What follows belongs to an exercise in optimizing a design on an open flow for small area and a short achievable clock period; a production flow would make more cautious choices.
At most, simulation tests tie the RTL to the original design; equivalence was not proved.
Only the layout flow was run in runs 1 and 2; the RTL was not checked for function there.
Power is estimated from default activity; no workload was simulated.

==> flow/design.v <==
module tlb_sv32_plru #(
  parameter int unsigned TLB_ENTRIES = 16,
  parameter int unsigned ASID_WIDTH  = 9
) (
  input  logic                  clk_i,
  input  logic                  rst_i,
  input  logic                  flush_i,
  input  logic [ASID_WIDTH-1:0] asid_to_be_flushed_i,
  input  logic [31:0]           vaddr_to_be_flushed_i,
  input  logic                  update_valid_i,
  input  logic                  update_is_4M_i,
  input  logic                  update_global_i,
  input  logic [19:0]           update_vpn_i,
  input  logic [ASID_WIDTH-1:0] update_asid_i,
  input  logic [31:0]           update_content_i,
  input  logic                  lu_access_i,
  input  logic [ASID_WIDTH-1:0] lu_asid_i,
  input  logic [31:0]           lu_vaddr_i,
  output logic                  lu_hit_o,
  output logic                  lu_is_4M_o,
  output logic [31:0]           lu_content_o,
  output logic [31:0]           hit_count_o,
  output logic [31:0]           miss_count_o,
  output logic                  full_o
);
  localparam int unsigned N     = TLB_ENTRIES;
  localparam int unsigned IDX_W = (N > 1) ? $clog2(N) : 1;
  localparam int unsigned NODES = N - 1;
  function automatic logic [N-1:0] lowest_oh(input logic [N-1:0] v);
    logic [N-1:0] r;
    logic         seen;
    seen = 1'b0;
    for (int i = 0; i < int'(N); i++) begin
      r[i] = v[i] & ~seen;
      seen = seen | v[i];
    end
    lowest_oh = r;
  endfunction
  function automatic logic [N-1:0] plru_victim_oh(input logic [NODES-1:0] tree);
    logic [N-1:0] r;
    int unsigned  node;
    logic         on;
    for (int e = 0; e < int'(N); e++) begin
      node = 32'd0;
      on   = 1'b1;
      for (int l = 0; l < int'(IDX_W); l++) begin
        if (e[IDX_W-1-l]) begin
          on   = on & tree[node];
          node = 32'd2 * node + 32'd2;
        end else begin
          on   = on & ~tree[node];
          node = 32'd2 * node + 32'd1;
        end
      end
      r[e] = on;
    end
    plru_victim_oh = r;
  endfunction
  function automatic logic [NODES-1:0] plru_touch_oh(input logic [NODES-1:0] tree,
                                                     input logic [N-1:0]     oh);
    logic [NODES-1:0] t;
    int unsigned      lo, span;
    logic             l_any, r_any;
    t = tree;
    for (int n = 0; n < int'(NODES); n++) begin
      int unsigned lvl, first;
      lvl = 0;
      first = 0;
      for (int l = 0; l < int'(IDX_W); l++) begin
        if (n + 1 >= (1 << (l + 1))) begin
          lvl = l + 1;
        end
      end
      first = (1 << lvl) - 1;
      span  = N >> lvl;
      lo    = (n - first) * span;
      l_any = 1'b0;
      r_any = 1'b0;
      for (int e = 0; e < int'(N); e++) begin
        if (e >= lo && e < lo + span / 2) l_any = l_any | oh[e];
        if (e >= lo + span / 2 && e < lo + span) r_any = r_any | oh[e];
      end
      if (l_any | r_any) t[n] = l_any;
    end
    plru_touch_oh = t;
  endfunction
  logic [N-1:0]          valid_r;
  logic [N-1:0]          is_4m_r;
  logic [N-1:0]          global_r;
  logic [19:0]           vpn_r     [N];
  logic [ASID_WIDTH-1:0] asid_r    [N];
  logic [31:0]           content_r [N];
  logic [NODES-1:0]      plru_r;
  logic [31:0]           hit_count_r;
  logic [31:0]           miss_count_r;
  logic                  full_r;
  localparam int unsigned GS = 4;
  localparam int unsigned NG = N / GS;
  logic [N-1:0]  lu_match_s;
  logic [N-1:0]  lu_lsel_s;
  logic [NG-1:0] lu_gsel_s;
  logic [N-1:0]  lu_win_s;
  logic          lu_hit_s;
  logic [32:0]   grp_out_s [NG];
  logic [32:0]   lu_out_s;
  for (genvar i = 0; i < int'(N); i++) begin : g_match
    tlb_lu_match #(.ASID_WIDTH(ASID_WIDTH)) u_match (
      .valid_i (valid_r[i]),
      .is_4m_i (is_4m_r[i]),
      .global_i(global_r[i]),
      .vpn_i   (vpn_r[i]),
      .asid_i  (asid_r[i]),
      .vpn_q_i (lu_vaddr_i[31:12]),
      .asid_q_i(lu_asid_i),
      .hit_o   (lu_match_s[i])
    );
  end
  tlb_lu_prio u_prio (
    .access_i(lu_access_i),
    .match_i (lu_match_s),
    .lsel_o  (lu_lsel_s),
    .gsel_o  (lu_gsel_s),
    .win_o   (lu_win_s),
    .hit_o   (lu_hit_s)
  );
  for (genvar g = 0; g < int'(NG); g++) begin : g_gmux
    tlb_lu_mux4 u_gmux (
      .sel_i (lu_lsel_s[g*GS +: GS]),
      .d0_i  ({is_4m_r[g*GS+0], content_r[g*GS+0]}),
      .d1_i  ({is_4m_r[g*GS+1], content_r[g*GS+1]}),
      .d2_i  ({is_4m_r[g*GS+2], content_r[g*GS+2]}),
      .d3_i  ({is_4m_r[g*GS+3], content_r[g*GS+3]}),
      .y_o   (grp_out_s[g])
    );
  end
  tlb_lu_mux4 u_omux (
    .sel_i (lu_gsel_s),
    .d0_i  (grp_out_s[0]),
    .d1_i  (grp_out_s[1]),
    .d2_i  (grp_out_s[2]),
    .d3_i  (grp_out_s[3]),
    .y_o   (lu_out_s)
  );
  logic [31:0] lu_content_s;
  logic        lu_is_4m_s;
  assign lu_content_s = lu_out_s[31:0];
  assign lu_is_4m_s   = lu_out_s[32];
  logic                  upd_en_s;
  logic [9:0]            cmp_hi_s;
  logic [9:0]            cmp_lo_s;
  logic [ASID_WIDTH-1:0] cmp_asid_s;
  logic                  fl_asid0_s;
  logic                  fl_addr0_s;
  logic [N-1:0]          c_addr_s;
  logic [N-1:0]          c_asid_s;
  logic [N-1:0]          dup_s;
  logic [N-1:0]          flush_hit_s;
  logic [N-1:0]          slot_s;
  logic [N-1:0]          valid_next_s;
  logic [NODES-1:0]      plru_next_s;
  assign upd_en_s   = update_valid_i & ~flush_i;
  assign cmp_hi_s   = flush_i ? vaddr_to_be_flushed_i[31:22] : update_vpn_i[19:10];
  assign cmp_lo_s   = flush_i ? vaddr_to_be_flushed_i[21:12] : update_vpn_i[9:0];
  assign cmp_asid_s = flush_i ? asid_to_be_flushed_i : update_asid_i;
  assign fl_asid0_s = (asid_to_be_flushed_i == '0);
  assign fl_addr0_s = (vaddr_to_be_flushed_i == 32'd0);
  always_comb begin
    for (int i = 0; i < int'(N); i++) begin
      c_addr_s[i]    = (vpn_r[i][19:10] == cmp_hi_s) &&
                       (is_4m_r[i] || (vpn_r[i][9:0] == cmp_lo_s));
      c_asid_s[i]    = (asid_r[i] == cmp_asid_s);
      dup_s[i]       = valid_r[i] && (is_4m_r[i] == update_is_4M_i) && c_asid_s[i] &&
                       c_addr_s[i];
      flush_hit_s[i] = (fl_addr0_s || c_addr_s[i]) &&
                       (fl_asid0_s || (!global_r[i] && c_asid_s[i]));
    end
  end
  logic [N-1:0] fallback_s;
  always_comb begin
    if (&valid_r) begin
      fallback_s = plru_victim_oh(plru_r);
    end else begin
      fallback_s = lowest_oh(~valid_r);
    end
    if (|dup_s) begin
      slot_s = lowest_oh(dup_s);
    end else begin
      slot_s = fallback_s;
    end
  end
  always_comb begin
    if (flush_i) begin
      valid_next_s = valid_r & ~flush_hit_s;
    end else if (update_valid_i) begin
      valid_next_s = valid_r | slot_s;
    end else begin
      valid_next_s = valid_r;
    end
    plru_next_s = plru_touch_oh(plru_touch_oh(plru_r, lu_win_s),
                                slot_s & {N{upd_en_s}});
  end
  always_ff @(posedge clk_i or posedge rst_i) begin
    if (rst_i) begin
      valid_r      <= '0;
      plru_r       <= '0;
      hit_count_r  <= 32'd0;
      miss_count_r <= 32'd0;
      full_r       <= 1'b0;
    end else begin
      valid_r <= valid_next_s;
      plru_r  <= plru_next_s;
      full_r  <= &valid_next_s;
      if (lu_hit_s && (hit_count_r != 32'hFFFF_FFFF)) begin
        hit_count_r <= hit_count_r + 32'd1;
      end
      if (lu_access_i && !lu_hit_s && (miss_count_r != 32'hFFFF_FFFF)) begin
        miss_count_r <= miss_count_r + 32'd1;
      end
    end
  end
  always_ff @(posedge clk_i) begin
    for (int i = 0; i < int'(N); i++) begin
      if (upd_en_s && slot_s[i]) begin
        is_4m_r[i]   <= update_is_4M_i;
        global_r[i]  <= update_global_i;
        vpn_r[i]     <= update_vpn_i;
        asid_r[i]    <= update_asid_i;
        content_r[i] <= update_content_i;
      end
    end
  end
  assign lu_hit_o     = lu_hit_s;
  assign lu_is_4M_o   = lu_is_4m_s;
  assign lu_content_o = lu_content_s;
  assign hit_count_o  = hit_count_r;
  assign miss_count_o = miss_count_r;
  assign full_o       = full_r;
endmodule
module tlb_lu_match #(
  parameter int unsigned ASID_WIDTH = 9
) (
  input  logic                  valid_i,
  input  logic                  is_4m_i,
  input  logic                  global_i,
  input  logic [19:0]           vpn_i,
  input  logic [ASID_WIDTH-1:0] asid_i,
  input  logic [19:0]           vpn_q_i,
  input  logic [ASID_WIDTH-1:0] asid_q_i,
  output logic                  hit_o
);
  assign hit_o = valid_i && (vpn_i[19:10] == vpn_q_i[19:10]) &&
                 (is_4m_i || (vpn_i[9:0] == vpn_q_i[9:0])) &&
                 (global_i || (asid_i == asid_q_i));
endmodule
module tlb_lu_prio (
  input  logic        access_i,
  input  logic [15:0] match_i,
  output logic [15:0] lsel_o,
  output logic [3:0]  gsel_o,
  output logic [15:0] win_o,
  output logic        hit_o
);
  logic [3:0] grp;
  always_comb begin
    for (int g = 0; g < 4; g++) begin
      lsel_o[4*g+0] = match_i[4*g+0];
      lsel_o[4*g+1] = match_i[4*g+1] & ~match_i[4*g+0];
      lsel_o[4*g+2] = match_i[4*g+2] & ~match_i[4*g+1] & ~match_i[4*g+0];
      lsel_o[4*g+3] = match_i[4*g+3] & ~match_i[4*g+2] & ~match_i[4*g+1] & ~match_i[4*g+0];
      grp[g]        = |match_i[4*g +: 4];
    end
    gsel_o[0] = access_i & grp[0];
    gsel_o[1] = access_i & grp[1] & ~grp[0];
    gsel_o[2] = access_i & grp[2] & ~grp[1] & ~grp[0];
    gsel_o[3] = access_i & grp[3] & ~grp[2] & ~grp[1] & ~grp[0];
    for (int i = 0; i < 16; i++) begin
      win_o[i] = lsel_o[i] & gsel_o[i / 4];
    end
    hit_o = access_i & (|grp);
  end
endmodule
module tlb_lu_mux4 (
  input  logic [3:0]  sel_i,
  input  logic [32:0] d0_i,
  input  logic [32:0] d1_i,
  input  logic [32:0] d2_i,
  input  logic [32:0] d3_i,
  output logic [32:0] y_o
);
  assign y_o = (d0_i & {33{sel_i[0]}}) | (d1_i & {33{sel_i[1]}}) |
               (d2_i & {33{sel_i[2]}}) | (d3_i & {33{sel_i[3]}});
endmodule
==> flow/run.sh <==
#!/bin/bash
# synth_recipe.tcl (not shown) runs the flow's synth.tcl, then flattens the netlist and writes it again
# the make line also repeats each setting of config.mk as NAME=value (left out here)
make -C /OpenROAD-flow-scripts/flow DESIGN_CONFIG=/design/flow/config.mk WORK_HOME=/design/flow/orfs CLKGATE_MAP_FILE= SYNTH_SCRIPT=/design/flow/synth_recipe.tcl finish
==> flow/config.mk <==
export PLATFORM = sky130hd
export DESIGN_NAME = tlb_sv32_plru
export DESIGN_NICKNAME = tlb_sv32_plru
export VERILOG_FILES = /design/flow/design.v
export SDC_FILE = /design/flow/constraint.sdc
export NUM_CORES = 4
export LEC_CHECK = 0
export CAP_MARGIN = 20
export CORE_MARGIN = 2
export CORE_UTILIZATION = 40
export SETUP_SLACK_MARGIN = 2.0
export SLEW_MARGIN = 20
export SYNTH_HIERARCHICAL = 1
==> flow/constraint.sdc <==
create_clock -name core_clock -period 8.5 [get_ports {clk_i}]
set_input_delay 1.7000 -clock core_clock [delete_from_list [all_inputs] [get_ports {clk_i}]]
set_output_delay 1.7000 -clock core_clock [all_outputs]
set_load 0.01 [all_outputs]
==> results of run 1 <==
[critical path: stages]
cell and delay (ps):
sky130_fd_sc_hd__clkdlybuf4s50_1 490, sky130_fd_sc_hd__buf_8 220, sky130_fd_sc_hd__xnor2_1 110, sky130_fd_sc_hd__nand4_1 220
sky130_fd_sc_hd__nor4_1 100, sky130_fd_sc_hd__buf_4 170, sky130_fd_sc_hd__buf_12 120, sky130_fd_sc_hd__nor4_4 490
sky130_fd_sc_hd__nand4_4 190, sky130_fd_sc_hd__nor2_4 150, sky130_fd_sc_hd__buf_6 130, sky130_fd_sc_hd__buf_8 130
sky130_fd_sc_hd__buf_12 170, sky130_fd_sc_hd__buf_6 120, sky130_fd_sc_hd__a22oi_2 50, sky130_fd_sc_hd__nand2_2 120
sky130_fd_sc_hd__buf_6 120
[power breakdown]
group / internal [mW] / switching (mW) / total, mW
clock network: 2.89 / 2.25 / 5.14
registers: 6.18 / 0.193 / 6.37
logic: 0.578 / 0.874 / 1.45
total: 9.65 / 3.31 / 13.0
[modules after synthesis (local to each module, per instance), a selection]
module / cells / cell area, sq um / flops+latches / times used
tlb_lu_prio: 53 / 369 / 0 / 1
tlb_sv32_plru: 2399 / 42700 / 1104 / 1
tlb_lu_mux4: 115 / 976 / 0 / 5
[metrics by stage]
stage                     utilization [%]  power, mW  setup WS (ps)  cells
after floorplan                         -       7.15           1350   3651
after global placement               44.4       7.78            497   5730
after detailed placement             44.4       7.80            516   5730
after CTS                            49.8       13.0           1990   6135
after global routing                 50.5       13.3           1880   6171
final                                50.5       13.0           1960   6173
[path summary, 6_finish.rpt]
check	startpoint	to	slack, ps	cells past startpoint
setup / recovery	lu_vaddr_i[28]	lu_content_o[18]	1960	17
hold / removal	hit_count_r[20]	hit_count_r[20]	490	1
setup reg to reg	asid_r[9][6]	plru_r[5]	2930	38
hold reg to reg	hit_count_r[20]	hit_count_r[20]	490	1
max in group asynchronous	rst_i	full_r	5860	3
min in group asynchronous	rst_i	hit_count_r[30]	1300	2
[logic make-up (layout without fill, tap and decap cells)]
| logic type | count (synthesis) | in the layout | synth area share (%) |
|---|---|---|---|
| flops | 1104 | 1104 | 61.4 |
| xor+xnor | 1006 | 1006 | 16.6 |
| simple gates | 855 | 858 | 9.20 |
| compound gates | 494 | 494 | 8.47 |
| buf+inv | 159 | 921 | 3.03 |
| mux | 31 | 31 | 1.27 |
| fa+ha+maj | 2 | 2 | 0.0470 |
| other cells | 0 | 2 | 0 |
[registers in the layout, indices dropped and copies added, names as in the netlist]
name	flops
global_r	16
miss_count_r	32
valid_r	16
plru_r	15
content_r	512
hit_count_r	32
full_r	1
vpn_r	320
is_4m_r	16
asid_r	144
[cell type report]
cell class                      instances  area [sq um]  area share (%)
Sequential cell                      1104         32700            49.0
Multi-Input combinational cell       2391         20300            30.4
Timing Repair Buffer                  670          7480            11.2
Clock buffer                          155          3190            4.79
Tap cell                             1755          2200            3.30
Clock inverter                         62           649           0.975
Inverter                               34           148           0.222
Antenna cell                            2          5.00         0.00751
[placed cells by master, fill, tap and decap left out, drive strengths merged, types with 12 or more instances in the layout]
master and instances:
edfxtp 1008, xnor2 604, buf 472, xor2 402, a22oi 330, nand2 253
nor4 200, clkdlybuf4s50 174, clkbuf 167, dfrtp 96, nor2 91, nand4 90
nor3 59, clkinv 50, nand3 48, a41oi 48, inv 35, mux2i 29
o21ai 19, a21oi 17, and2 16, nor4b 16, or3 14, and3 14
o211ai 12
[repair_timing]
item / CTS / global route
setup endpoints to repair: 35 / 51
cloned: 29 / 4
pin swaps: 100 / 72
buffers inserted: 159 / 32
resized for setup: 455 / 141
hold endpoints to repair: 0 / 0
[per-layer routing]
metal	global-route usage, %	share of wire, %	vias up
met5	0	0.027	-
li1	-	-	15200
met3	5.62	8.9	436
met4	12.0	5.1	8
met1	34.4	40	18000
met2	42.1	46	1814
==> run notes, run 1 <==
----------------------------------------------------
[Placed design]
  Final weighted congestion in routability-driven placement ... 1.01
  Placed standard-cell area ... 0.0586 sq mm
  Port Buffer Count ... between 200 and 250
  Post-detail-place hpwl ... roughly 110000 um

[Timing]
  Layout Skew ... 83.2 ps
  Count of final max-slew check failures ... 0
  Hold violation total from the final report ... 0
  Share of the clock period used by the worst path ... 77.0%
  Slew at the pin with the worst max-slew slack ... 1150 ps
  Worst rel slew slack ... 23.0%
  Final period demand of the worst path ... between 6000 and 7000 ps
  Post-Route Setup TNS ... 0 ps
  Finish-stage setup viols ... 0
  Worst hold-check slack ... a little under 500 ps
  Setup repair after global routing missed its margin ... true
  Max Clk Rate ... 0.153 GHz

[Synthesis]
  Top cells by area, synth ... sky130_fd_sc_hd__edfxtp_1 (57%), sky130_fd_sc_hd__xnor2_1 (9.9%), sky130_fd_sc_hd__xor2_1 (6.6%)
  Warnings from Yosys ... 15
  Post-synth EDFFs ... 1008
  Number of standard cells after synthesis ... 3651
  Synth Register Bits ... 1104
  Portion of the post-synthesis area used by sequential elements ... 61.4%
  Cell type with the largest total area after synthesis ... sky130_fd_sc_hd__edfxtp_1
  Async S/R FF share, synth ... 8.70%
  Most used standard cell by instance count after synthesis ... sky130_fd_sc_hd__edfxtp_1
  Unique cell type count in the Yosys netlist ... a little under 80
  Post-synth top cells ... sky130_fd_sc_hd__edfxtp_1 (1008), sky130_fd_sc_hd__xnor2_1 (603), sky130_fd_sc_hd__xor2_1 (402), sky130_fd_sc_hd__nand2_1 (253), sky130_fd_sc_hd__a22oi_1 (180)
  Area share of the largest cell type after synthesis ... between 50% and 60%
  Commonest register cell after synthesis ... sky130_fd_sc_hd__edfxtp_1
  Post-synth net total ... about 3800
  Cell Area, Synth ... between 0.05 and 0.06 sq mm
  Mean instance size in the synthesized netlist ... approximately 15 sq um

[Floorplan]
  Initial standard-cell utilization of the core ... approximately two fifths
  Cell Rows ... around 130
  Core region area ... 0.132 sq mm
  Vertical die dimension ... 369 um
  Horizontal die dimension ... 369 um
  Die Outline Area ... approximately 0.14 sq mm
  Count of boundary I/O pins ... 249

[Clock network]
  Clock Root Buffer ... sky130_fd_sc_hd__clkbuf_16
  Clock tree sinks ... 1104
  Worst skew pair latency ... 790 ps
  Clock tree from TritonCTS ... yes
  Number of hold buffers added after CTS ... 0
  Largest buffer count on any clock path ... 3
  Clock-pin slew of the registers on the worst-case setup and hold paths ... 60 ps
  TritonCTS Buffers ... 118
  Number of H-tree levels ... 3

[Outcome]
  Outcome ... timing/DRC/antenna clean

[Global route]
  Largest net degree at the start of global routing ... 69
  Aggregate global-route resource usage ... 26.4%
  Antenna violations before repair ... 7
  Global-route wire length before repair ... 256000 um
  GR Overflow Total ... 0
  Via count of the first global-routing pass ... 34800

[Route]
  Iteration count of the initial detailed-routing pass ... 6
  Mean routed wirelength per cell ... between 20 and 30 um
  Number of DRC violations after detailed routing ... 0
  Total number of vias ... 35500
  Final ANT Viol Nets ... 0
  Vias per std cell ... approximately 5.7
  Routed WL ... 184000 um
  Initial detailed-routing violation count ... 3690

[Cells and area]
  Final standard cell area without fillers ... 0.0666 sq mm
  Net total in the final layout ... roughly 4500
  Area growth from synthesis to layout ... 25.2%
  Fraction of layout instances using a drive strength above 1 ... 24.7%
  Fill cell count ... between 10000 and 15000

[Worst setup path]
  Crit-path max FO ... 16
  Category of the worst setup path capture point ... output port
  Sort of element at the start of the critical path ... primary input
  Crit Path Class ... in2out
  Endpoint arrival time on the critical path ... 4840 ps
  Required time of the critical path ... 6800 ps

[Min path]
  Hold Crit Class ... reg2reg

[Power]
  Power density cells ... 195 mW/mm^2
  Peak supply drop ... 0.184 mV
  Static leakage ... 22.2 nW

[Job]
  Max capacitance violation total ... 0

----------------------------------------------------
==> inputs of run 2 (changes only) <==
--- a/flow/design.v
+++ b/flow/design.v
@@ -102,5 +102,4 @@
   logic [N-1:0]  lu_win_s;
   logic          lu_hit_s;
-  logic [32:0]   grp_out_s [NG];
   logic [32:0]   lu_out_s;
   for (genvar i = 0; i < int'(N); i++) begin : g_match
@@ -124,20 +123,11 @@
     .hit_o   (lu_hit_s)
   );
-  for (genvar g = 0; g < int'(NG); g++) begin : g_gmux
-    tlb_lu_mux4 u_gmux (
-      .sel_i (lu_lsel_s[g*GS +: GS]),
-      .d0_i  ({is_4m_r[g*GS+0], content_r[g*GS+0]}),
-      .d1_i  ({is_4m_r[g*GS+1], content_r[g*GS+1]}),
-      .d2_i  ({is_4m_r[g*GS+2], content_r[g*GS+2]}),
-      .d3_i  ({is_4m_r[g*GS+3], content_r[g*GS+3]}),
-      .y_o   (grp_out_s[g])
-    );
-  end
-  tlb_lu_mux4 u_omux (
-    .sel_i (lu_gsel_s),
-    .d0_i  (grp_out_s[0]),
-    .d1_i  (grp_out_s[1]),
-    .d2_i  (grp_out_s[2]),
-    .d3_i  (grp_out_s[3]),
+  logic [N*33-1:0] ent_s;
+  for (genvar i = 0; i < int'(N); i++) begin : g_ent
+    assign ent_s[i*33 +: 33] = {is_4m_r[i], content_r[i]};
+  end
+  tlb_lu_mux16 u_omux (
+    .sel_i (lu_win_s),
+    .d_i   (ent_s),
     .y_o   (lu_out_s)
   );
@@ -291,2 +281,14 @@
                (d2_i & {33{sel_i[2]}}) | (d3_i & {33{sel_i[3]}});
 endmodule
+module tlb_lu_mux16 (
+  input  logic [15:0] sel_i,
+  input  logic [16*33-1:0] d_i,
+  output logic [32:0] y_o
+);
+  always_comb begin
+    y_o = '0;
+    for (int i = 0; i < 16; i++) begin
+      y_o = y_o | (d_i[i*33 +: 33] & {33{sel_i[i]}});
+    end
+  end
+endmodule
==> run 2 against run 1 <==
Effect of this change: cell area fell by 1.3%; critical path depth rose by 3; die area fell by 3.2%; clock-buffer cell count rose by 6; maximum frequency fell by 3.0%; via count fell by 3.3%; critical path type unchanged; largest cell class unchanged; largest power group unchanged.
==> run notes, run 2 <==
----------------------------------------------------
[Power]
  Sw frac ... 25.6% (about the same)
  Logic pwr share ... 11.8% (was 11.2%)
  Total chip power ... 12.9 mW (was 13.0 mW)
  Peak supply drop ... 0.188 mV (was 0.184 mV)
  Sequential share of power ... 49.7% (was 49.2%)
  Internal cell power ... 9.57 mW (was 9.65 mW)
  Net switching power figure ... 3.29 mW (was 3.31 mW)
  Part of the total power dissipated in the clock network ... 38.5% (was 39.6%)
  Power density cells ... 196 mW/mm^2 (was 195 mW/mm^2)
  Static leakage ... 22.0 nW (was 22.2 nW)

[Route]
  Final ANT Viol Nets ... 0 (unchanged)
  Mean routed wirelength per cell ... 30.3 um (was 29.8 um)
  Routed WL ... 179000 um (was 184000 um)
  Vias per std cell ... 5.80 (was 5.75)
  Iteration count of the initial detailed-routing pass ... 8 (was 6)
  Initial detailed-routing violation count ... 3699 (was 3690)
  Number of DRC violations after detailed routing ... 0 (unchanged)
  Total number of vias ... 34300 (was 35500)

[Worst setup path]
  Category of the worst setup path capture point ... output port (unchanged)
  Endpoint arrival time on the critical path ... 5040 ps (was 4840 ps)
  Required time of the critical path ... 6800 ps (about the same)
  Crit-path max FO ... 6 (was 16)
  Sort of element at the start of the critical path ... primary input (unchanged)
  Crit Path Class ... in2out (unchanged)

[Global route]
  Aggregate global-route resource usage ... 26.7% (was 26.4%)
  Via count of the first global-routing pass ... 33300 (was 34800)
  Largest net degree at the start of global routing ... 65 (was 69)
  Antenna violations before repair ... 12 (was 7)
  Global-route wire length before repair ... 249000 um (was 256000 um)
  GR Overflow Total ... 0 (unchanged)

[Synthesis]
  Mean instance size in the synthesized netlist ... 15.0 sq um (was 14.6 sq um)
  Number of standard cells after synthesis ... 3423 (was 3651)
  Warnings from Yosys ... 15 (unchanged)
  Cell Area, Synth ... 0.0515 sq mm (was 0.0532 sq mm)
  Post-synth net total ... 3575 (was 3803)

[Clock network]
  Clock Root Buffer ... sky130_fd_sc_hd__clkbuf_16 (unchanged)
  TritonCTS Buffers ... 117 (was 118)
  Number of H-tree levels ... 3 (unchanged)
  Clock tree from TritonCTS ... yes (unchanged)
  Clock-pin slew of the registers on the worst-case setup and hold paths ... 60 ps (about the same)
  Worst skew pair latency ... 760 ps (was 790 ps)
  Clock tree sinks ... 1104 (unchanged)
  Largest buffer count on any clock path ... 3 (unchanged)

[Cells and area]
  Fraction of layout instances using a drive strength above 1 ... 24.1% (was 24.7%)
  Largest regs ... content_r: 512 flops, vpn_r: 320 flops, asid_r: 144 flops (unchanged)
  Flip-flop count of the largest register, all copies and words added ... 512 (unchanged)
  Area growth from synthesis to layout ... 27.7% (was 25.2%)
  Share of the core filled with cells ... 51.5% (was 50.5%)
  Most common library cell in the layout ignoring fill and taps ... sky130_fd_sc_hd__edfxtp_1 (unchanged)
  Net total in the final layout ... 4309 (was 4471)
  Final standard cell area without fillers ... 0.0657 sq mm (was 0.0666 sq mm)
  Register ranked first by flip-flop count ... content_r (unchanged)
  Post-route non-filler standard cell count ... 5920 (was 6173)
  Fill cell count ... 10500 (was 11100)
  Commonest cells after routing, fill and taps aside ... sky130_fd_sc_hd__edfxtp_1 (1008), sky130_fd_sc_hd__xnor2_1 (603), sky130_fd_sc_hd__xor2_1 (391), sky130_fd_sc_hd__buf_4 (315), sky130_fd_sc_hd__clkdlybuf4s50_1 (172) (was sky130_fd_sc_hd__edfxtp_1 (1008), sky130_fd_sc_hd__xnor2_1 (603), sky130_fd_sc_hd__xor2_1 (385), sky130_fd_sc_hd__buf_4 (265), sky130_fd_sc_hd__nand2_1 (238))

[Timing]
  Final period demand of the worst path ... 6740 ps (was 6540 ps)
  Share of the clock period used by the worst path ... 79.3% (was 77.0%)
  Post-Route Setup TNS ... 0 ps (unchanged)
  Layout Skew ... 52.4 ps (was 83.2 ps)
  Count of final max-slew check failures ... 0 (unchanged)
  Fin worst setup slack ... 1760 ps (was 1960 ps)
  Worst hold-check slack ... 485 ps (was 490 ps)
  Setup repair after global routing missed its margin ... true (unchanged)
  Finish-stage setup viols ... 0 (unchanged)
  Hold violation total from the final report ... 0 (unchanged)
  Worst rel slew slack ... 18.2% (was 23.0%)
  Slew at the pin with the worst max-slew slack ... 1210 ps (was 1150 ps)
  Max Clk Rate ... 0.148 GHz (was 0.153 GHz)

[Placed design]
  Port Buffer Count ... 236 (unchanged)
  Placed cell count ... 5436 (was 5730)
  Final weighted congestion in routability-driven placement ... 0.960 (was 1.01)
  Post-detail-place hpwl ... 106000 um (was 110000 um)
  Worst slack at placement ... 568 ps (was 516 ps)
  Placed standard-cell area ... 0.0575 sq mm (was 0.0586 sq mm)

[Outcome]
  Outcome ... timing/DRC/antenna clean (unchanged)

[Floorplan]
  Initial standard-cell utilization of the core ... 40.3% (was 40.4%)
  Vertical die dimension ... 363 um (was 369 um)
  Die Outline Area ... 0.132 sq mm (was 0.136 sq mm)
  Core region area ... 0.128 sq mm (was 0.132 sq mm)
  Cell Rows ... 131 (was 133)
  Count of boundary I/O pins ... 249 (unchanged)
  Horizontal die dimension ... 363 um (was 369 um)

[Job]
  Max capacitance violation total ... 0 (unchanged)

[Min path]
  Hold Crit Class ... reg2reg (unchanged)

----------------------------------------------------
-- run 2: cell count changes in the layout (fill, tap and decap cells not counted), moves of 28 or more --
| cell | delta |
|---|---|
| sky130_fd_sc_hd__nand2_1 | -150 |
| sky130_fd_sc_hd__nand4_1 | +33 |
| sky130_fd_sc_hd__buf_4 | +50 |
| sky130_fd_sc_hd__a22oi_2 | -179 |
| sky130_fd_sc_hd__a221oi_2 | +102 |
| sky130_fd_sc_hd__a22oi_1 | -151 |
| sky130_fd_sc_hd__a22o_1 | +129 |
| sky130_fd_sc_hd__a221oi_1 | +28 |
-- run 2: final cells by class --
type / instances / area [sq um] / area share [%]
Clock buffer: 161 / 3170 / 4.83
Antenna cell: 2 / 5.00 / 0.00762
Timing Repair Buffer: 717 / 8010 / 12.2
Sequential cell: 1104 / 32700 / 49.7
Clock inverter: 57 / 498 / 0.758
Inverter: 32 / 130 / 0.198
Tap cell: 1662 / 2080 / 3.16
Multi-Input combinational cell: 2185 / 19200 / 29.1
-- run 2: repair_timing --
action                     4_1_cts  5_1_grt
cloned                          31        5
buffers inserted               146       82
gates resized for setup        478       96
hold buffers                     0        0
setup endpoints to repair       34       84
pin swaps                      147       95
-- run 2: per-layer routing --
metal | GRT usage (%) | wire, um
met5 | 0 | 87
met4 | 10.2 | 6930
met3 | 5.90 | 15400
met2 | 43.3 | 84300
met1 | 34.8 | 72300
-- run 2: worst max-delay path: stages --
cell and delay, ps:
sky130_fd_sc_hd__buf_4 160, sky130_fd_sc_hd__buf_12 150, sky130_fd_sc_hd__buf_4 150, sky130_fd_sc_hd__xor2_1 160, sky130_fd_sc_hd__nor3_1 240, sky130_fd_sc_hd__a41oi_2 260
sky130_fd_sc_hd__nor4_4 280, sky130_fd_sc_hd__buf_4 180, sky130_fd_sc_hd__nor4_4 50, sky130_fd_sc_hd__buf_4 140, sky130_fd_sc_hd__nand4_4 110, sky130_fd_sc_hd__nor4b_4 70
sky130_fd_sc_hd__buf_6 150, sky130_fd_sc_hd__buf_8 140, sky130_fd_sc_hd__buf_12 130, sky130_fd_sc_hd__buf_16 130, sky130_fd_sc_hd__a22o_1 180, sky130_fd_sc_hd__a221oi_2 250
sky130_fd_sc_hd__nand4_1 190, sky130_fd_sc_hd__buf_2 180
-- run 2: final timing paths --
kind	startpoint	to	slack (ps)	cells past startpoint
min in group asynchronous	rst_i	miss_count_r[16]	1320	2
max in group asynchronous	rst_i	plru_r[9]	5870	3
setup / recovery	lu_asid_i[0]	lu_content_o[31]	1760	20
setup reg to reg	vpn_r[7][0]	hit_count_r[29]	3750	19
hold / removal	miss_count_r[3]	miss_count_r[3]	480	1
hold reg to reg	miss_count_r[3]	miss_count_r[3]	480	1
-- run 2: power groups by stage --
| stage | registers (mW) | logic [mW] | clock network, mW |
|---|---|---|---|
| floorplan | 6.43 | 0.720 | 0 |
| global placement | 6.47 | 1.33 | 0 |
| detailed placement | 6.48 | 1.34 | 0 |
| CTS | 6.37 | 1.45 | 5.01 |
| global route | 6.40 | 1.60 | 5.21 |
| finish | 6.39 | 1.51 | 4.95 |
==> inputs of run 3 (changes only) <==
--- a/flow/design.v
+++ b/flow/design.v
@@ -100,6 +100,8 @@
   logic [N-1:0]  lu_lsel_s;
   logic [NG-1:0] lu_gsel_s;
+  logic [NG-1:0] lu_ngrp_s;
   logic [N-1:0]  lu_win_s;
   logic          lu_hit_s;
+  logic [32:0]   grp_out_s [NG];
   logic [32:0]   lu_out_s;
   for (genvar i = 0; i < int'(N); i++) begin : g_match
@@ -120,14 +122,24 @@
     .lsel_o  (lu_lsel_s),
     .gsel_o  (lu_gsel_s),
+    .ngrp_o  (lu_ngrp_s),
     .win_o   (lu_win_s),
     .hit_o   (lu_hit_s)
   );
-  logic [N*33-1:0] ent_s;
-  for (genvar i = 0; i < int'(N); i++) begin : g_ent
-    assign ent_s[i*33 +: 33] = {is_4m_r[i], content_r[i]};
-  end
-  tlb_lu_mux16 u_omux (
-    .sel_i (lu_win_s),
-    .d_i   (ent_s),
+  for (genvar g = 0; g < int'(NG); g++) begin : g_gmux
+    tlb_lu_mux4 u_gmux (
+      .sel_i (lu_lsel_s[g*GS +: GS]),
+      .d0_i  ({is_4m_r[g*GS+0], content_r[g*GS+0]}),
+      .d1_i  ({is_4m_r[g*GS+1], content_r[g*GS+1]}),
+      .d2_i  ({is_4m_r[g*GS+2], content_r[g*GS+2]}),
+      .d3_i  ({is_4m_r[g*GS+3], content_r[g*GS+3]}),
+      .y_o   (grp_out_s[g])
+    );
+  end
+  tlb_lu_pmux4 u_omux (
+    .nhit_i(lu_ngrp_s),
+    .d0_i  (grp_out_s[0]),
+    .d1_i  (grp_out_s[1]),
+    .d2_i  (grp_out_s[2]),
+    .d3_i  (grp_out_s[3]),
     .y_o   (lu_out_s)
   );
@@ -248,4 +260,5 @@
   output logic [15:0] lsel_o,
   output logic [3:0]  gsel_o,
+  output logic [3:0]  ngrp_o,
   output logic [15:0] win_o,
   output logic        hit_o
@@ -254,9 +267,11 @@
   always_comb begin
     for (int g = 0; g < 4; g++) begin
-      lsel_o[4*g+0] = match_i[4*g+0];
-      lsel_o[4*g+1] = match_i[4*g+1] & ~match_i[4*g+0];
-      lsel_o[4*g+2] = match_i[4*g+2] & ~match_i[4*g+1] & ~match_i[4*g+0];
-      lsel_o[4*g+3] = match_i[4*g+3] & ~match_i[4*g+2] & ~match_i[4*g+1] & ~match_i[4*g+0];
+      lsel_o[4*g+0] = access_i & match_i[4*g+0];
+      lsel_o[4*g+1] = access_i & match_i[4*g+1] & ~match_i[4*g+0];
+      lsel_o[4*g+2] = access_i & match_i[4*g+2] & ~match_i[4*g+1] & ~match_i[4*g+0];
+      lsel_o[4*g+3] = access_i & match_i[4*g+3] & ~match_i[4*g+2] & ~match_i[4*g+1] &
+                      ~match_i[4*g+0];
       grp[g]        = |match_i[4*g +: 4];
+      ngrp_o[g]     = ~grp[g];
     end
     gsel_o[0] = access_i & grp[0];
@@ -281,14 +296,15 @@
                (d2_i & {33{sel_i[2]}}) | (d3_i & {33{sel_i[3]}});
 endmodule
-module tlb_lu_mux16 (
-  input  logic [15:0] sel_i,
-  input  logic [16*33-1:0] d_i,
+module tlb_lu_pmux4 (
+  input  logic [3:0]  nhit_i,
+  input  logic [32:0] d0_i,
+  input  logic [32:0] d1_i,
+  input  logic [32:0] d2_i,
+  input  logic [32:0] d3_i,
   output logic [32:0] y_o
 );
-  always_comb begin
-    y_o = '0;
-    for (int i = 0; i < 16; i++) begin
-      y_o = y_o | (d_i[i*33 +: 33] & {33{sel_i[i]}});
-    end
-  end
+  logic [32:0] lo, hi;
+  assign lo  = d0_i | (d1_i & {33{nhit_i[0]}});
+  assign hi  = d2_i | (d3_i & {33{nhit_i[2]}});
+  assign y_o = lo | (hi & {33{nhit_i[0] & nhit_i[1]}});
 endmodule
==> flow/flow/run.sh (new file) <==
#!/bin/bash
# Standard ORFS layout with two changes: port buffers are plain buf_2 cells,
# and the resizer may swap cells across footprints. Each tool's output goes to a log file here.
set -euo pipefail
bash standard.sh \
  "BUFFER_PORTS_ARGS=-buffer_cell sky130_fd_sc_hd__buf_2" \
  MATCH_CELL_FOOTPRINT=0 \
  finish > make_finish.log 2>&1
cp -r orfs/logs/sky130hd/tlb_sv32_plru/base orfs_logs 2>/dev/null || true
==> flow/standard.sh (new file) <==
#!/bin/bash
# synth_recipe.tcl (not shown) runs the flow's synth.tcl, then flattens the netlist and writes it again
# the make line also repeats each setting of config.mk as NAME=value (left out here)
make -C /OpenROAD-flow-scripts/flow DESIGN_CONFIG=/design/flow/config.mk WORK_HOME=/design/flow/orfs CLKGATE_MAP_FILE= SYNTH_SCRIPT=/design/flow/synth_recipe.tcl "${@:-finish}"
removed: flow/run.sh
==> run 3 against run 2 <==
Effect of this change: maximum frequency rose by 3.7%; largest power group unchanged; first-iteration DRC count fell by 6.4%; non-clock buffer count fell by 254; die area rose by 2.6%; synthesized cell count rose by 6.5%; critical path type unchanged; critical endpoint is now lu_content_o[27].
==> run notes, run 3 <==
----------------------------------------------------
[Cells and area]
  Fill cell count ... 11500 (was 10500)
  Final standard cell area without fillers ... 0.0619 sq mm (was 0.0657 sq mm)
  Area growth from synthesis to layout ... 17.2% (was 27.7%)
  Flip-flop count of the largest register, all copies and words added ... 512 (unchanged)
  Fraction of layout instances using a drive strength above 1 ... 23.1% (was 24.1%)
  Post-route non-filler standard cell count ... 5980 (was 5920)
  Net total in the final layout ... 4270 (was 4309)
  Share of the core filled with cells ... 47.1% (was 51.5%)
  Commonest cells after routing, fill and taps aside ... sky130_fd_sc_hd__edfxtp_1 (1008), sky130_fd_sc_hd__xnor2_1 (603), sky130_fd_sc_hd__xor2_1 (401), sky130_fd_sc_hd__nand2_1 (219), sky130_fd_sc_hd__buf_2 (213) (was sky130_fd_sc_hd__edfxtp_1 (1008), sky130_fd_sc_hd__xnor2_1 (603), sky130_fd_sc_hd__xor2_1 (391), sky130_fd_sc_hd__buf_4 (315), sky130_fd_sc_hd__clkdlybuf4s50_1 (172))
  Most common library cell in the layout ignoring fill and taps ... sky130_fd_sc_hd__edfxtp_1 (unchanged)
  Largest regs ... content_r: 512 flops, vpn_r: 320 flops, asid_r: 144 flops (unchanged)
  Register ranked first by flip-flop count ... content_r (unchanged)

[Global route]
  Largest net degree at the start of global routing ... 65 (unchanged)
  Global-route wire length before repair ... 241000 um (was 249000 um)
  GR Overflow Total ... 0 (unchanged)
  Antenna violations before repair ... 15 (was 12)
  Aggregate global-route resource usage ... 24.8% (was 26.7%)
  Via count of the first global-routing pass ... 33400 (was 33300)

[Clock network]
  Clock tree from TritonCTS ... yes (unchanged)
  Largest buffer count on any clock path ... 3 (unchanged)
  Worst skew pair latency ... 770 ps (was 760 ps)
  Number of hold buffers added after CTS ... 0 (unchanged)
  TritonCTS Buffers ... 116 (was 117)
  Clock Root Buffer ... sky130_fd_sc_hd__clkbuf_16 (unchanged)
  Clock tree sinks ... 1104 (unchanged)
  Number of H-tree levels ... 3 (unchanged)
  Clock-pin slew of the registers on the worst-case setup and hold paths ... 60 ps (about the same)

[Floorplan]
  Count of boundary I/O pins ... 249 (unchanged)
  Horizontal die dimension ... 367 um (was 363 um)
  Die Outline Area ... 0.135 sq mm (was 0.132 sq mm)
  Vertical die dimension ... 367 um (was 363 um)
  Core region area ... 0.131 sq mm (was 0.128 sq mm)
  Cell Rows ... 133 (was 131)
  Initial standard-cell utilization of the core ... 40.2% (was 40.3%)

[Placed design]
  Post-detail-place hpwl ... 109000 um (was 106000 um)
  Port Buffer Count ... 236 (unchanged)
  Final weighted congestion in routability-driven placement ... 0.943 (was 0.960)
  Placed standard-cell area ... 0.0563 sq mm (was 0.0575 sq mm)
  Placed cell count ... 5668 (was 5436)

[Timing]
  Slew at the pin with the worst max-slew slack ... 1020 ps (was 1210 ps)
  Post-Route Setup TNS ... 0 ps (unchanged)
  Layout Skew ... 45.1 ps (was 52.4 ps)
  Finish-stage setup viols ... 0 (unchanged)
  Setup repair after global routing missed its margin ... true (unchanged)
  Final period demand of the worst path ... 6500 ps (was 6740 ps)
  Count of final max-slew check failures ... 0 (unchanged)
  Worst rel slew slack ... 31.6% (was 18.2%)
  Hold violation total from the final report ... 0 (unchanged)
  Share of the clock period used by the worst path ... 76.5% (was 79.3%)
  Max Clk Rate ... 0.154 GHz (was 0.148 GHz)

[Power]
  Internal cell power ... 9.36 mW (was 9.57 mW)
  Peak supply drop ... 0.189 mV (was 0.188 mV)
  Sequential share of power ... 50.6% (was 49.7%)
  Static leakage ... 20.7 nW (was 22.0 nW)
  Power density cells ... 204 mW/mm^2 (was 196 mW/mm^2)
  Total chip power ... 12.6 mW (was 12.9 mW)
  Part of the total power dissipated in the clock network ... 39.0% (was 38.5%)
  Net switching power figure ... 3.24 mW (was 3.29 mW)
  Sw frac ... 25.7% (was 25.6%)
  Logic pwr share ... 10.4% (was 11.8%)

[Route]
  Iteration count of the initial detailed-routing pass ... 6 (was 8)
  Vias per std cell ... 5.68 (was 5.80)
  Highest routed metal layer ... met5 (unchanged)
  Total number of vias ... 34000 (was 34300)
  Mean routed wirelength per cell ... 28.6 um (was 30.3 um)
  Amount of wire on met2 after detailed routing ... 78600 um (was 84300 um)
  Number of DRC violations after detailed routing ... 0 (unchanged)
  Routed WL ... 171000 um (was 179000 um)
  WL met3 ... 14100 um (was 15400 um)
  Initial detailed-routing violation count ... 3463 (was 3699)
  Final ANT Viol Nets ... 0 (unchanged)
  Met1 Routed Length ... 70300 um (was 72300 um)

[Synthesis]
  Post-synth net total ... 3799 (was 3575)
  Number of standard cells after synthesis ... 3647 (was 3423)
  Cell Area, Synth ... 0.0528 sq mm (was 0.0515 sq mm)
  Warnings from Yosys ... 15 (unchanged)
  Mean instance size in the synthesized netlist ... 14.5 sq um (was 15.0 sq um)

[Job]
  Max capacitance violation total ... 0 (unchanged)

[Outcome]
  Outcome ... timing/DRC/antenna clean (unchanged)

[Worst setup path]
  Endpoint arrival time on the critical path ... 4800 ps (was 5040 ps)
  Category of the worst setup path capture point ... output port (unchanged)
  Crit Path Class ... in2out (unchanged)
  Crit-path max FO ... 12 (was 6)
  Number of cells traversed by the worst register-to-register path ... 19 (unchanged)
  Required time of the critical path ... 6800 ps (about the same)
  Sort of element at the start of the critical path ... primary input (unchanged)

[Min path]
  Hold Crit Class ... reg2reg (unchanged)
  Number of cells on the worst hold path ... 1 (unchanged)

----------------------------------------------------
[run 3: cell count changes in the layout (fill, tap and decap cells not counted), sizes merged, moves of 9 or more]
cell and change:
clkdlybuf4s50 -172, a22o -132, a21oi +66, a221oi -132, buf -75, nand4 -33, o21ai +33, and2 +9
a22oi +264, nand2 +134
[run 3: critical path, cell delays in order]
cell and delay, ps:
sky130_fd_sc_hd__buf_6 180, sky130_fd_sc_hd__buf_6 200, sky130_fd_sc_hd__xor2_1 220, sky130_fd_sc_hd__nor4_2 80
sky130_fd_sc_hd__a41oi_2 490, sky130_fd_sc_hd__nor4_1 90, sky130_fd_sc_hd__buf_4 190, sky130_fd_sc_hd__buf_4 140
sky130_fd_sc_hd__buf_4 140, sky130_fd_sc_hd__nor4_4 320, sky130_fd_sc_hd__buf_12 200, sky130_fd_sc_hd__nand2_8 170
sky130_fd_sc_hd__buf_4 200, sky130_fd_sc_hd__o21ai_1 270, sky130_fd_sc_hd__buf_2 200
[run 3: layer usage]
metal  GRT usage [%]  up-vias
met4            10.6       16
met2            38.9     1550
met3            5.19      369
li1                -    14800
met5               0        -
met1            33.2    17200
[run 3: power by group through the flow]
stage / clock, mW / combinational [mW] / sequential, mW
finish: 4.92 / 1.31 / 6.37
global route: 5.18 / 1.40 / 6.39
CTS: 4.97 / 1.28 / 6.36
detailed placement: 0 / 1.24 / 6.48
global placement: 0 / 1.23 / 6.47
floorplan: 0 / 0.722 / 6.43
[run 3: cell type report]
class / instances / area [sq um] / area share, %
Timing Repair inverter: 1 / 8.76 / 0.0142
Timing Repair Buffer: 463 / 3530 / 5.70
Sequential cell: 1104 / 32700 / 52.8
Antenna cell: 7 / 17.5 / 0.0283
Inverter: 33 / 178 / 0.287
Clock inverter: 63 / 567 / 0.916
Multi-Input combinational cell: 2399 / 19600 / 31.7
Tap cell: 1755 / 2200 / 3.55
Clock buffer: 155 / 3080 / 4.98
[run 3: what timing repair did]
| item | in CTS | in global routing |
|---|---|---|
| resized for setup | 175 | 52 |
| cloned | 9 | 2 |
| endpoints found under the setup margin | 86 | 343 |
| buffers inserted | 54 | 22 |
| pin swaps | 33 | 35 |
[run 3: path summary, 6_finish.rpt]
kind	slack, ps	end	startpoint
max	2000	lu_content_o[27]	lu_vaddr_i[19]
min	490	hit_count_r[18]	hit_count_r[18]
max reg2reg	3870	hit_count_r[29]	vpn_r[1][4]
min reg2reg	490	hit_count_r[18]	hit_count_r[18]
max in group asynchronous	6330	valid_r[10]	rst_i
min in group asynchronous	980	hit_count_r[5]	rst_i
[run 3: stage by stage]
step	hold WS [ps]	worst slack (ps)
floorplan	516	1350
global placement	475	1070
detailed placement	480	1020
CTS	492	1950
global route	497	1940
finish	485	2000
==> inputs of run 4 (changes only) <==
--- a/flow/config.mk
+++ b/flow/config.mk
@@ -9,4 +9,5 @@
 export CORE_MARGIN = 2
 export CORE_UTILIZATION = 40
+export PLACE_DENSITY = 0.75
 export SETUP_SLACK_MARGIN = 2.0
 export SLEW_MARGIN = 20
==> run 4 against run 3 <==
Effect of this change: the layout now fails its checks (max-capacitance violations, max-slew violations); core utilization down 0.35 points; cell count down 0.69%; register-to-register slack worse by 450 ps; die area unchanged; maximum frequency up 0.11%; first-iteration DRC count up 35%; clock-buffer cell count down 19; largest cell class unchanged; largest power group unchanged; highest routed layer unchanged.
==> run notes, run 4 <==
----------------------------------------------------
[Synthesis]
  Mean instance size in the synthesized netlist ... 14.5 sq um (unchanged)
  Cell Area, Synth ... 0.0528 sq mm (unchanged)
  Number of standard cells after synthesis ... 3647 (unchanged)
  Post-synth net total ... 3799 (unchanged)
  Warnings from Yosys ... 15 (unchanged)

[Clock network]
  Clock-pin slew of the registers on the worst-case setup and hold paths ... 60 ps (about the same)
  Clock tree from TritonCTS ... yes (unchanged)
  TritonCTS Buffers ... 112 (was 116)
  Clock Root Buffer ... sky130_fd_sc_hd__clkbuf_16 (unchanged)
  Clock tree sinks ... 1104 (unchanged)
  Number of hold buffers added after CTS ... 0 (unchanged)
  Largest buffer count on any clock path ... 3 (unchanged)
  Worst skew pair latency ... 770 ps (about the same)
  Number of H-tree levels ... 3 (unchanged)

[Timing]
  Setup repair after global routing missed its margin ... true (unchanged)
  Layout Skew ... 37.2 ps (was 45.1 ps)
  Count of final max-slew check failures ... 4 (was 0)
  Hold violation total from the final report ... 0 (unchanged)
  Final period demand of the worst path ... 6500 ps (about the same)
  Share of the clock period used by the worst path ... 76.4% (was 76.5%)
  Worst hold-check slack ... 481 ps (was 485 ps)
  Finish-stage setup viols ... 0 (unchanged)
  Max Clk Rate ... 0.154 GHz (about the same)
  Post-Route Setup TNS ... 0 ps (unchanged)
  Fin worst setup slack ... 2000 ps (about the same)
  Slew at the pin with the worst max-slew slack ... 1830 ps (was 1020 ps)
  Worst rel slew slack ... -23.7% (was 31.6%)

[Floorplan]
  Initial standard-cell utilization of the core ... 40.2% (unchanged)
  Count of boundary I/O pins ... 249 (unchanged)
  Die Outline Area ... 0.135 sq mm (unchanged)
  Cell Rows ... 133 (unchanged)
  Core region area ... 0.131 sq mm (unchanged)
  Horizontal die dimension ... 367 um (unchanged)
  Vertical die dimension ... 367 um (unchanged)

[Route]
  Iteration count of the initial detailed-routing pass ... 8 (was 6)
  Vias per std cell ... 5.80 (was 5.68)
  Initial detailed-routing violation count ... 4688 (was 3463)
  Total number of vias ... 34500 (was 34000)
  Number of DRC violations after detailed routing ... 0 (unchanged)
  Mean routed wirelength per cell ... 27.8 um (was 28.6 um)
  Final ANT Viol Nets ... 0 (unchanged)
  Routed WL ... 165000 um (was 171000 um)

[Min path]
  Hold Crit Class ... reg2reg (unchanged)

[Worst setup path]
  Crit-path max FO ... 16 (was 12)
  Category of the worst setup path capture point ... output port (unchanged)
  Crit Path Class ... in2out (unchanged)
  Endpoint arrival time on the critical path ... 4800 ps (about the same)
  Highest cell delay on the worst timing path ... 510 ps (was 490 ps)
  Required time of the critical path ... 6800 ps (about the same)
  Sort of element at the start of the critical path ... primary input (unchanged)
  Series of cell instances along the critical path ... clkbuf_4 -> xor2_1 -> nor4_2 -> a41oi_2 -> nor4_4 -> buf_4 -> buf_12 -> and2_2 -> a22oi_1 -> nand2_1 -> a21oi_1 -> o21ai_2 -> buf_2 (was buf_6 -> buf_6 -> xor2_1 -> nor4_2 -> a41oi_2 -> nor4_1 -> buf_4 -> buf_4 -> buf_4 -> nor4_4 -> buf_12 -> nand2_8 -> buf_4 -> o21ai_1 -> buf_2)
  Critical path's slowest cell ... sky130_fd_sc_hd__and2_2 (was sky130_fd_sc_hd__a41oi_2)

[Power]
  Static leakage ... 20.5 nW (was 20.7 nW)
  Peak supply drop ... 0.186 mV (was 0.189 mV)
  Part of the total power dissipated in the clock network ... 39.8% (was 39.0%)
  Sw frac ... 25.3% (was 25.7%)
  Logic pwr share ... 10.2% (was 10.4%)
  Power density cells ... 208 mW/mm^2 (was 204 mW/mm^2)
  Internal cell power ... 9.52 mW (was 9.36 mW)
  Sequential share of power ... 50.0% (was 50.6%)
  Net switching power figure ... 3.23 mW (was 3.24 mW)

[Cells and area]
  Largest regs ... content_r: 512 flops, vpn_r: 320 flops, asid_r: 144 flops (unchanged)
  Flip-flop count of the largest register, all copies and words added ... 512 (unchanged)
  Commonest cells after routing, fill and taps aside ... sky130_fd_sc_hd__edfxtp_1 (1008), sky130_fd_sc_hd__xnor2_1 (603), sky130_fd_sc_hd__xor2_1 (402), sky130_fd_sc_hd__nand2_1 (220), sky130_fd_sc_hd__buf_2 (213) (was sky130_fd_sc_hd__edfxtp_1 (1008), sky130_fd_sc_hd__xnor2_1 (603), sky130_fd_sc_hd__xor2_1 (401), sky130_fd_sc_hd__nand2_1 (219), sky130_fd_sc_hd__buf_2 (213))
  Share of the core filled with cells ... 46.8% (was 47.1%)
  Net total in the final layout ... 4235 (was 4270)
  Register ranked first by flip-flop count ... content_r (unchanged)
  Most common library cell in the layout ignoring fill and taps ... sky130_fd_sc_hd__edfxtp_1 (unchanged)
  Fraction of layout instances using a drive strength above 1 ... 22.2% (was 23.1%)
  Area growth from synthesis to layout ... 16.3% (was 17.2%)
  Final standard cell area without fillers ... 0.0614 sq mm (was 0.0619 sq mm)

[Outcome]
  Violated checks ... max-capacitance violations, max-slew violations
  Outcome ... failed layout checks (was timing/DRC/antenna clean)

[Global route]
  Aggregate global-route resource usage ... 23.3% (was 24.8%)
  Via count of the first global-routing pass ... 33600 (was 33400)
  GR Overflow Total ... 0 (unchanged)
  Antenna violations before repair ... 18 (was 15)
  Global-route wire length before repair ... 230000 um (was 241000 um)
  Largest net degree at the start of global routing ... 67 (was 65)

[Placed design]
  Port Buffer Count ... 236 (unchanged)
  Post-detail-place hpwl ... 102000 um (was 109000 um)
  Final weighted congestion in routability-driven placement ... 0.984 (was 0.943)
  Placed standard-cell area ... 0.0560 sq mm (was 0.0563 sq mm)
  Worst slack at placement ... 1140 ps (was 1020 ps)

[Job]
  Max capacitance violation total ... 1 (was 0)

----------------------------------------------------
run 4: final timing paths:
check	start	end	slack [ps]	cells after the start
setup / recovery	lu_asid_i[2]	lu_content_o[29]	2000	13
hold / removal	miss_count_r[9]	miss_count_r[9]	480	1
setup reg to reg	valid_r[0]	vpn_r[0][11]	3420	7
hold reg to reg	miss_count_r[9]	miss_count_r[9]	480	1
max in group asynchronous	rst_i	valid_r[14]	6280	3
min in group asynchronous	rst_i	hit_count_r[28]	940	2
run 4: power groups by stage:
stage / Clock [mW] / Sequential (mW) / Combinational (mW)
2_1_floorplan: 0 / 6.43 / 0.722
3_3_place_gp: 0 / 6.47 / 1.17
3_5_place_dp: 0 / 6.48 / 1.20
4_1_cts: 5.11 / 6.36 / 1.22
5_1_grt: 5.32 / 6.39 / 1.37
6_report: 5.08 / 6.38 / 1.30
run 4: metal layers:
metal / vias to the layer above / GRT usage [%] / routed length [um]
li1: 14700 / - / -
met3: 411 / 5.27 / 18700
met4: 8 / 12.3 / 8840
met5: - / 0 / 123
met1: 17100 / 30.5 / 62500
met2: 2211 / 36.2 / 75000
run 4: metrics by stage:
step / total power, mW / std cells
global placement: 7.64 / 5631
floorplan: 7.15 / 3647
finish: 12.8 / 5939
global route: 13.1 / 5935
CTS: 12.7 / 5865
detailed placement: 7.67 / 5632
run 4: worst max-delay path, delay by kind of cell:
family	cells	cell delay, ps
buf+inv	4	820
xor+xnor	1	240
compound gates	4	730
simple gates	4	1270
run 4: what timing repair did:
| action | 4_1_cts | 5_1_grt |
|---|---|---|
| pin swaps | 18 | 24 |
| setup endpoints to repair | 44 | 247 |
| resized for setup | 113 | 60 |
| gates cloned | 5 | 4 |
| buffers inserted | 20 | 62 |
run 4: final cells by class:
class / instances / area, sq um
Antenna cell: 7 / 17.5
Multi-Input combinational cell: 2402 / 19400
Clock buffer: 136 / 2940
Sequential cell: 1104 / 32700
Tap cell: 1755 / 2200
Clock inverter: 72 / 846
Inverter: 33 / 159
Timing Repair Buffer: 430 / 3200
Fill cell: 11100 / 69900
==> inputs of run 5 (changes only) <==
--- a/flow/config.mk
+++ b/flow/config.mk
@@ -8,6 +8,6 @@
 export CAP_MARGIN = 20
 export CORE_MARGIN = 2
-export CORE_UTILIZATION = 40
-export PLACE_DENSITY = 0.75
+export CORE_UTILIZATION = 55
+export PLACE_DENSITY = 0.7
 export SETUP_SLACK_MARGIN = 2.0
 export SLEW_MARGIN = 20
==> run 5 against run 4 <==
Effect of this change: now clean on timing, DRC and antenna; sequential power hardly changed; synthesized area stayed put; register-to-register slack better by 190 ps; synthesized cell count stayed put; combinational power hardly changed; clock skew is 18 ps higher; wire length is 4.8% lower; global-route usage is 8.0 points higher; sequential cell count stayed put; sequential share of layout area is 0.24 points higher; largest power group unchanged.
==> run notes, run 5 <==
----------------------------------------------------
[Global route]
  Largest net degree at the start of global routing ... 70 (was 67)
  Antenna violations before repair ... 8 (was 18)
  Via count of the first global-routing pass ... 33500 (was 33600)
  Aggregate global-route resource usage ... 31.3% (was 23.3%)
  GR Overflow Total ... 0 (unchanged)
  Global-route wire length before repair ... 224000 um (was 230000 um)

[Timing]
  Share of the clock period used by the worst path ... 77.0% (was 76.4%)
  Slew at the pin with the worst max-slew slack ... 1100 ps (was 1830 ps)
  Fin worst setup slack ... 1960 ps (was 2000 ps)
  Final period demand of the worst path ... 6540 ps (was 6500 ps)
  Worst rel slew slack ... 26.3% (was -23.7%)
  Finish-stage setup viols ... 0 (unchanged)
  Count of final max-slew check failures ... 0 (was 4)
  Setup repair after global routing missed its margin ... true (unchanged)
  Post-Route Setup TNS ... 0 ps (unchanged)
  Layout Skew ... 54.9 ps (was 37.2 ps)
  Max Clk Rate ... 0.153 GHz (was 0.154 GHz)
  Hold violation total from the final report ... 0 (unchanged)

[Worst setup path]
  R2r startpoint ... vpn_r[1][6] (was valid_r[0])
  First element of the critical path ... flush_i (was lu_asid_i[2])
  Number of cells traversed by the worst register-to-register path ... 17 (was 7)
  Crit-path max FO ... 25 (was 16)
  Reg2Reg Setup Slack ... 3610 ps (was 3420 ps)
  Sort of element at the start of the critical path ... primary input (unchanged)
  Required time of the critical path ... 9020 ps (was 6800 ps)
  Crit Path Class ... in2reg (was in2out)
  Reg2reg end ... hit_count_r[29] (was vpn_r[0][11])
  Category of the worst setup path capture point ... flop (was output port)
  Endpoint arrival time on the critical path ... 7060 ps (was 4800 ps)

[Clock network]
  Largest buffer count on any clock path ... 3 (unchanged)
  Clock Root Buffer ... sky130_fd_sc_hd__clkbuf_16 (unchanged)
  Clock tree from TritonCTS ... yes (unchanged)
  Worst skew pair latency ... 750 ps (was 770 ps)
  Number of H-tree levels ... 3 (unchanged)
  Number of hold buffers added after CTS ... 0 (unchanged)
  TritonCTS Buffers ... 112 (unchanged)
  Clock tree sinks ... 1104 (unchanged)
  Clock-pin slew of the registers on the worst-case setup and hold paths ... 60 ps (about the same)

[Synthesis]
  Cell Area, Synth ... 0.0528 sq mm (unchanged)
  Warnings from Yosys ... 15 (unchanged)
  Mean instance size in the synthesized netlist ... 14.5 sq um (unchanged)
  Number of standard cells after synthesis ... 3647 (unchanged)
  Post-synth net total ... 3799 (unchanged)

[Min path]
  Number of cells on the worst hold path ... 1 (unchanged)
  Hold wc startpoint ... hit_count_r[18] (was miss_count_r[9])
  End of the worst hold path ... hit_count_r[18] (was miss_count_r[9])
  Hold Crit Class ... reg2reg (unchanged)

[Route]
  Initial detailed-routing violation count ... 3901 (was 4688)
  Final ANT Viol Nets ... 0 (unchanged)
  Number of DRC violations after detailed routing ... 0 (unchanged)
  Vias per std cell ... 6.23 (was 5.80)
  Mean routed wirelength per cell ... 28.7 um (was 27.8 um)
  Total number of vias ... 34100 (was 34500)
  Routed WL ... 157000 um (was 165000 um)
  Iteration count of the initial detailed-routing pass ... 6 (was 8)

[Placed design]
  Post-detail-place hpwl ... 99700 um (was 102000 um)
  Placed standard-cell area ... 0.0553 sq mm (was 0.0560 sq mm)
  Port Buffer Count ... 236 (unchanged)
  Final weighted congestion in routability-driven placement ... 1.00 (was 0.984)
  Placed cell count ... 5125 (was 5632)
  Worst slack at placement ... 886 ps (was 1140 ps)

[Cells and area]
  Commonest cells after routing, fill and taps aside ... sky130_fd_sc_hd__edfxtp_1 (1008), sky130_fd_sc_hd__xnor2_1 (603), sky130_fd_sc_hd__xor2_1 (402), sky130_fd_sc_hd__nand2_1 (220), sky130_fd_sc_hd__buf_2 (214) (was sky130_fd_sc_hd__edfxtp_1 (1008), sky130_fd_sc_hd__xnor2_1 (603), sky130_fd_sc_hd__xor2_1 (402), sky130_fd_sc_hd__nand2_1 (220), sky130_fd_sc_hd__buf_2 (213))
  Fill cell count ... 6921 (was 11100)
  Net total in the final layout ... 4256 (was 4235)
  Area growth from synthesis to layout ... 15.8% (was 16.3%)
  Most common library cell in the layout ignoring fill and taps ... sky130_fd_sc_hd__edfxtp_1 (unchanged)
  Post-route non-filler standard cell count ... 5467 (was 5939)
  Fraction of layout instances using a drive strength above 1 ... 22.8% (was 22.2%)
  Register ranked first by flip-flop count ... content_r (unchanged)
  Flip-flop count of the largest register, all copies and words added ... 512 (unchanged)
  Final standard cell area without fillers ... 0.0612 sq mm (was 0.0614 sq mm)
  Largest regs ... content_r: 512 flops, vpn_r: 320 flops, asid_r: 144 flops (unchanged)

[Power]
  Internal cell power ... 9.54 mW (was 9.52 mW)
  Net switching power figure ... 3.15 mW (was 3.23 mW)
  Sw frac ... 24.8% (was 25.3%)
  Peak supply drop ... 0.231 mV (was 0.186 mV)
  Sequential share of power ... 50.2% (was 50.0%)
  Part of the total power dissipated in the clock network ... 39.4% (was 39.8%)
  Static leakage ... 20.6 nW (was 20.5 nW)
  Logic pwr share ... 10.4% (was 10.2%)
  Power density cells ... 208 mW/mm^2 (about the same)

[Floorplan]
  Core region area ... 0.0952 sq mm (was 0.131 sq mm)
  Initial standard-cell utilization of the core ... 55.5% (was 40.2%)
  Count of boundary I/O pins ... 249 (unchanged)
  Horizontal die dimension ... 314 um (was 367 um)
  Die Outline Area ... 0.0985 sq mm (was 0.135 sq mm)
  Vertical die dimension ... 314 um (was 367 um)
  Cell Rows ... 113 (was 133)

[Job]
  Max capacitance violation total ... 0 (was 1)

[Outcome]
  Outcome ... timing/DRC/antenna clean (was failed layout checks)

----------------------------------------------------
[run 5: through the flow]
stage	hold WS [ps]	total power, mW	utilization [%]
6_report	485	12.7	64.3
3_5_place_dp	479	7.66	58.1
4_1_cts	489	12.6	62.9
2_1_floorplan	516	7.15	-
3_3_place_gp	472	7.63	58.1
5_1_grt	509	13.0	64.3
[run 5: layout make-up]
| type | instances | area (sq um) | share of cell area, % |
|---|---|---|---|
| Sequential cell | 1104 | 32700 | 53.4 |
| Clock inverter | 61 | 696 | 1.14 |
| Clock buffer | 149 | 3050 | 4.99 |
| Timing Repair Buffer | 458 | 3460 | 5.66 |
| Multi-Input combinational cell | 2395 | 19500 | 31.9 |
| Antenna cell | 2 | 5.00 | 0.00818 |
| Tap cell | 1265 | 1580 | 2.59 |
| Inverter | 33 | 173 | 0.282 |
[run 5: worst max-delay path by stage]
stage	endpoint	slack, ps	depth (start not counted)
2_1_floorplan	asid_r[1][0]	1350	11
3_3_place_gp	lu_is_4M_o	920	13
3_5_place_dp	lu_is_4M_o	890	13
4_1_cts	lu_is_4M_o	1930	14
5_1_grt	full_r	1920	14
6_report	full_r	1960	14
[run 5: what timing repair did]
action,CTS,global route
setup buffers,21,107
endpoints found under the hold margin,0,0
gates resized for setup,126,62
gates cloned,1,1
setup endpoints to repair,37,160
pin swaps,28,32
[run 5: power by group through the flow]
stage / clock network (mW) / logic (mW) / registers, mW
after floorplan: 0 / 0.722 / 6.43
after global placement: 0 / 1.17 / 6.47
after detailed placement: 0 / 1.19 / 6.47
after CTS: 5.04 / 1.21 / 6.36
after global routing: 5.25 / 1.40 / 6.38
final: 5.00 / 1.32 / 6.37
[run 5: critical path, cell delays in order]
cell and delay [ps]:
sky130_fd_sc_hd__buf_4 450, sky130_fd_sc_hd__buf_4 520, sky130_fd_sc_hd__mux2i_4 890, sky130_fd_sc_hd__buf_4 330, sky130_fd_sc_hd__xnor2_1 150, sky130_fd_sc_hd__or3_1 170
sky130_fd_sc_hd__nor2_1 50, sky130_fd_sc_hd__nor4b_2 190, sky130_fd_sc_hd__nor4_2 440, sky130_fd_sc_hd__nand4_1 350, sky130_fd_sc_hd__nor2_1 470, sky130_fd_sc_hd__o21a_4 570
sky130_fd_sc_hd__o21ai_1 140, sky130_fd_sc_hd__nor4_1 600
[run 5: layer usage]
metal  GRT usage, %  share of wire, %
met4           15.9               5.4
met5              0             0.027
met2           49.7                47
met1           41.4                39
met3           6.00               8.7

-- afterwards: timing with drivers on the ports --
In the flow no input, the clock included, has a driving cell. The finished layouts below were timed again as built, in two steps.
Step 1: set_driving_cell puts a clkbuf_16 on clk_i and a buf_2 on each other input, an assumption about the parent block.
Step 2 times the ports against the registers' clock, not the clock port: input delays grow and output delays shrink by t, the midpoint of the rising clock arrivals with the driver on.
Slacks: ideal ports / drivers / drivers and shift; pairs: ideal ports / drivers.
| run | t (ns) | setup WS [ns] | worst slew at a driven data input, ns | pins driven straight from the clock port |
|---|---|---|---|---|
| run 1 | 0.823 | 1.958 / 1.920 / 1.219 | 0.14 | 1 |
| run 2 | 0.806 | 1.755 / 1.715 / 1.180 | 0.16 | 1 |
| run 3 | 0.818 | 1.996 / 1.934 / 1.323 | 0.10 | 1 |
| run 4 | 0.820 | 2.003 / 1.982 / 1.399 | 0.15 | 1 |
| run 5 | 0.789 | 1.957 / 1.984 / 1.214 | 0.10 | 1 |
For run 5, which loses most, drivers alone change the setup slack by +0.027 ns; drivers and shift together by -0.743 ns.
